This is an optimization exercise on Yosys and OpenROAD, whose aim is small area, a short achievable clock period and few clock cycles per item, not a production implementation.
Only simulation tests tie the RTL to the original design; equivalence was not proved.
No activity file was given, so power comes from the tool's default toggle rates.

==> flow/design.v <==
`timescale 1ns / 1ps
package pfe_pkg;
  localparam int unsigned LETTER_W = 5;
  localparam int unsigned NUM_ROWS = 5;
  localparam int unsigned NUM_COLS = 5;
  typedef logic [LETTER_W-1:0] letter_t;
  typedef logic [2:0]          idx_t;
  typedef logic [NUM_COLS*LETTER_W-1:0]          row_t;
  typedef logic [NUM_ROWS*NUM_COLS*LETTER_W-1:0] rows_t;
  typedef logic [9:0] pos_t;
  localparam letter_t LETTER_X = 5'd23;
  localparam letter_t LETTER_J = 5'd9;
  localparam letter_t LETTER_I = 5'd8;
  localparam rows_t ROWS_RESET = {
    25'd27025109,
    25'd21613104,
    25'd16201099,
    25'd10755269,
    25'd4294688
  };
  typedef enum logic [2:0] {
    REG_ROW_0 = 3'd0,
    REG_ROW_1 = 3'd1,
    REG_ROW_2 = 3'd2,
    REG_ROW_3 = 3'd3,
    REG_ROW_4 = 3'd4
  } reg_idx_e;
  function automatic logic [4:0] rot1(logic [4:0] i);
    rot1 = {i[3:0], i[4]};
  endfunction
  function automatic pos_t locate(rows_t rows, letter_t v);
    logic [4:0] rhit, chit, rsel, csel;
    logic [24:0] m;
    for (int k = 0; k < 25; k++) m[k] = (rows[5*k +: 5] == v);
    for (int r = 0; r < 5; r++) rhit[r] = |m[5*r +: 5];
    rsel[4] = rhit[4];
    rsel[3] = rhit[3] & ~rhit[4];
    rsel[2] = rhit[2] & ~(rhit[3] | rhit[4]);
    rsel[1] = rhit[1] & ~(rhit[2] | rhit[3] | rhit[4]);
    rsel[0] = ~(rhit[1] | rhit[2] | rhit[3] | rhit[4]);
    chit = '0;
    for (int r = 0; r < 5; r++) chit = chit | ({5{rsel[r]}} & m[5*r +: 5]);
    csel[4] = chit[4];
    csel[3] = chit[3] & ~chit[4];
    csel[2] = chit[2] & ~(chit[3] | chit[4]);
    csel[1] = chit[1] & ~(chit[2] | chit[3] | chit[4]);
    csel[0] = ~(chit[1] | chit[2] | chit[3] | chit[4]);
    locate = {rsel, csel};
  endfunction
  function automatic letter_t read_at(rows_t rows, pos_t p);
    letter_t l, rv;
    l = '0;
    for (int r = 0; r < 5; r++) begin
      rv = '0;
      for (int c = 0; c < 5; c++) rv = rv | ({5{p[c]}} & rows[25*r + 5*c +: 5]);
      l = l | ({5{p[5+r]}} & rv);
    end
    read_at = l;
  endfunction
endpackage
`timescale 1ns / 1ps
module pfe_cfg_regs (
  input  logic        clk_i,
  input  logic        rst_ni,
  input  logic        psel,
  input  logic        penable,
  input  logic        pwrite,
  input  logic [4:0]  paddr,
  input  logic [31:0] pwdata,
  output logic [31:0] prdata,
  output logic        pready,
  output pfe_pkg::rows_t       rows_o
);
  pfe_pkg::rows_t    rows_q, rows_d;
  logic [2:0] idx;
  logic     wr_en;
  assign idx    = paddr[4:2];
  assign wr_en  = psel & penable & pwrite;
  assign pready = 1'b1;
  always_comb begin
    rows_d = rows_q;
    if (wr_en) begin
      case (idx)
        pfe_pkg::REG_ROW_0: rows_d[0 +: 25] = pwdata[24:0];
        pfe_pkg::REG_ROW_1: rows_d[25 +: 25] = pwdata[24:0];
        pfe_pkg::REG_ROW_2: rows_d[50 +: 25] = pwdata[24:0];
        pfe_pkg::REG_ROW_3: rows_d[75 +: 25] = pwdata[24:0];
        pfe_pkg::REG_ROW_4: rows_d[100 +: 25] = pwdata[24:0];
        default: ;
      endcase
    end
  end
  always_comb begin
    case (idx)
      pfe_pkg::REG_ROW_0: prdata = {7'd0, rows_q[0 +: 25]};
      pfe_pkg::REG_ROW_1: prdata = {7'd0, rows_q[25 +: 25]};
      pfe_pkg::REG_ROW_2: prdata = {7'd0, rows_q[50 +: 25]};
      pfe_pkg::REG_ROW_3: prdata = {7'd0, rows_q[75 +: 25]};
      pfe_pkg::REG_ROW_4: prdata = {7'd0, rows_q[100 +: 25]};
      default:   prdata = '0;
    endcase
  end
  always_ff @(posedge clk_i or negedge rst_ni) begin
    if (!rst_ni) begin
      rows_q <= pfe_pkg::ROWS_RESET;
    end else begin
      rows_q <= rows_d;
    end
  end
  assign rows_o = rows_q;
endmodule
`timescale 1ns / 1ps
module pfe_pair_cipher (
  input  pfe_pkg::pos_t p1_i,
  input  pfe_pkg::pos_t p2_i,
  output pfe_pkg::pos_t t1_o,
  output pfe_pkg::pos_t t2_o
);
  logic [4:0] r1, c1, r2, c2;
  logic       same_row, same_col;
  assign r1 = p1_i[9:5];
  assign c1 = p1_i[4:0];
  assign r2 = p2_i[9:5];
  assign c2 = p2_i[4:0];
  assign same_row = |(r1 & r2);
  assign same_col = |(c1 & c2);
  always_comb begin
    if (same_row) begin
      t1_o = {r1, pfe_pkg::rot1(c1)};
      t2_o = {r2, pfe_pkg::rot1(c2)};
    end else if (same_col) begin
      t1_o = {pfe_pkg::rot1(r1), c1};
      t2_o = {pfe_pkg::rot1(r2), c2};
    end else begin
      t1_o = {r1, c2};
      t2_o = {r2, c1};
    end
  end
endmodule
`timescale 1ns / 1ps
module pfe_out_buf (
  input  logic          clk_i,
  input  logic          rst_ni,
  input  pfe_pkg::rows_t rows_i,
  input  logic          load_i,
  input  pfe_pkg::pos_t t1_i,
  input  pfe_pkg::pos_t t2_i,
  input  logic          quad_i,
  output logic          free_o,
  output logic          m_axis_tvalid,
  input  logic          m_axis_tready,
  output logic [7:0]    m_axis_tdata,    
  output logic          m_axis_tlast     
);
  pfe_pkg::pos_t t1_q, t2_q;
  logic          v_q, sec_q, rep_q;
  logic          hs;
  assign hs            = v_q & m_axis_tready;
  assign m_axis_tvalid = v_q;
  assign m_axis_tlast  = sec_q & ~rep_q;
  assign m_axis_tdata  = {3'd0, pfe_pkg::read_at(rows_i, sec_q ? t2_q : t1_q)};
  assign free_o        = ~v_q | (sec_q & ~rep_q & m_axis_tready);
  always_ff @(posedge clk_i or negedge rst_ni) begin
    if (!rst_ni) begin
      v_q <= 1'b0;
    end else if (free_o) begin
      v_q <= load_i;
    end
  end
  always_ff @(posedge clk_i) begin
    if (free_o) begin
      t1_q  <= t1_i;
      t2_q  <= t2_i;
      sec_q <= 1'b0;
      rep_q <= quad_i;
    end else if (hs) begin
      sec_q <= ~sec_q;
      if (sec_q) rep_q <= 1'b0;
    end
  end
endmodule
`timescale 1ns / 1ps
module playfair_digraph_encryptor (
  input  logic        clk_i,
  input  logic        rst_ni,
  input  logic        psel,
  input  logic        penable,
  input  logic        pwrite,
  input  logic [4:0]  paddr,
  input  logic [31:0] pwdata,
  output logic [31:0] prdata,
  output logic        pready,
  input  logic        s_axis_tvalid,
  output logic        s_axis_tready,
  input  logic [7:0]  s_axis_tdata,    
  input  logic        s_axis_tlast,    
  output logic        m_axis_tvalid,
  input  logic        m_axis_tready,
  output logic [7:0]  m_axis_tdata,    
  output logic        m_axis_tlast     
);
  pfe_pkg::rows_t   rows;
  pfe_pkg::letter_t a;
  pfe_pkg::pos_t    pos_a, pos_x, p1, p2, t1, t2;
  logic             held_v_q;
  pfe_pkg::letter_t held_q;
  pfe_pkg::pos_t    held_pos_q;
  logic             buf_free, s_accept, split, pair, load, quad;
  pfe_cfg_regs u_regs (
    .clk_i   (clk_i),
    .rst_ni  (rst_ni),
    .psel    (psel),
    .penable (penable),
    .pwrite  (pwrite),
    .paddr   (paddr),
    .pwdata  (pwdata),
    .prdata  (prdata),
    .pready  (pready),
    .rows_o  (rows)
  );
  assign a = (s_axis_tdata[4:0] == pfe_pkg::LETTER_J) ? pfe_pkg::LETTER_I : s_axis_tdata[4:0];
  assign pair          = held_v_q | s_axis_tlast;
  assign s_axis_tready = buf_free | ~pair;
  assign s_accept      = s_axis_tvalid & s_axis_tready;
  assign load          = s_accept & pair;
  assign split = held_v_q & (held_q != a);
  assign quad  = held_v_q & ~split & s_axis_tlast;
  assign pos_a = pfe_pkg::locate(rows, a);
  assign pos_x = pfe_pkg::locate(rows, pfe_pkg::LETTER_X);
  assign p1    = held_v_q ? held_pos_q : pos_a;
  assign p2    = split ? pos_a : pos_x;
  always_ff @(posedge clk_i or negedge rst_ni) begin
    if (!rst_ni) begin
      held_v_q <= 1'b0;
    end else if (s_accept) begin
      held_v_q <= ~s_axis_tlast & ~split;
    end
  end
  always_ff @(posedge clk_i) begin
    if (s_accept) begin
      held_q     <= a;
      held_pos_q <= pos_a;
    end
  end
  pfe_pair_cipher u_cipher (
    .p1_i (p1),
    .p2_i (p2),
    .t1_o (t1),
    .t2_o (t2)
  );
  pfe_out_buf u_out (
    .clk_i         (clk_i),
    .rst_ni        (rst_ni),
    .rows_i        (rows),
    .load_i        (load),
    .t1_i          (t1),
    .t2_i          (t2),
    .quad_i        (quad),
    .free_o        (buf_free),
    .m_axis_tvalid (m_axis_tvalid),
    .m_axis_tready (m_axis_tready),
    .m_axis_tdata  (m_axis_tdata),
    .m_axis_tlast  (m_axis_tlast)
  );
endmodule
Settings: LEC_CHECK=0, CAP_MARGIN=20, CORE_MARGIN=2, CORE_UTILIZATION=40, SLEW_MARGIN=20; clock period 11.0 ns.
standard.sh (not shown) runs the stock make flow with config.mk's settings and CLKGATE_MAP_FILE= SYNTH_SCRIPT=/design/flow/synth_recipe.tcl, a recipe that flattens the netlist after the stock synthesis.
==> flow/flow/run.sh <==
#!/bin/bash
set -euo pipefail
bash standard.sh "BUFFER_PORTS_ARGS=-buffer_cell sky130_fd_sc_hd__buf_4" \
  SETUP_SLACK_MARGIN=5.7 finish > flow_make.log 2>&1
Testbench counts at the start, summed over its fixed seeds: cycles 10,414, items 9,600.
Edit:
==> flow/run.sh (new file) <==
#!/bin/bash
# synth_recipe.tcl (not shown) runs the flow's synth.tcl, then flattens the netlist and writes it again
# the make line also repeats each setting of config.mk as NAME=value (left out here)
make -C /OpenROAD-flow-scripts/flow DESIGN_CONFIG=/design/flow/config.mk WORK_HOME=/design/flow/orfs CLKGATE_MAP_FILE= SYNTH_SCRIPT=/design/flow/synth_recipe.tcl finish
removed: flow/flow/run.sh
removed: flow/standard.sh
Result: Register-to-register slack got worse by 0.41 ns; worst setup slack got worse by 2.0 ns; design area falls by 9.3%; via count went down by 5.3%; fmax went down by 27%; area after synthesis does not change; non-clock buffer count went down by 54; combinational power is lower by 16%; worst hold slack improves by 0.011 ns; sequential power is about the same; wire length is lower by 11%.
Edit:
ABC_CLOCK_PERIOD_IN_PS = 5000   (was unset)
SETUP_SLACK_MARGIN = 5   (was unset)
What happened:
- The changed run completed with no timing, DRC or antenna violations
- die area stays the same
- via count came out higher by a few percent
- area after synthesis does not change
- cell count grows by a few percent
- total power rose by a few percent
- worst hold slack gains 0.0066 ns
- clock skew is about the same

-- what the ideal ports hide --
Ports are ideal in the flow. The routed layouts listed here were re-timed in OpenROAD. Step 1 (the two cells are an assumption about what drives the block):
set clk [get_ports {clk_i}]
set_driving_cell -lib_cell sky130_fd_sc_hd__clkbuf_16 $clk
set_driving_cell -lib_cell sky130_fd_sc_hd__buf_2 [delete_from_list [all_inputs] $clk]
Step 2 also shifts input and output timing later by t, the mid clock arrival at the registers, as if the neighbouring blocks saw the same clock. Three values: no drivers, after step 1, after step 2; two values: the first two.
| run | t, ns | setup WS [ns] | hold WS [ns] |
|---|---|---|---|
| the first run | 0.493 | 5.551 / 5.407 / 4.998 | 0.559 / 0.559 / 0.559 |
| the second run | 0.483 | 3.560 / 3.574 / 3.091 | 0.570 / 0.570 / 0.570 |
| the third run | 0.482 | 5.022 / 4.976 / 4.656 | 0.577 / 0.577 / 0.577 |
After both steps every run listed still meets setup and hold. The setup slack of the first run, which loses most, moves by -0.144 ns with the drivers and by -0.553 ns with both steps.
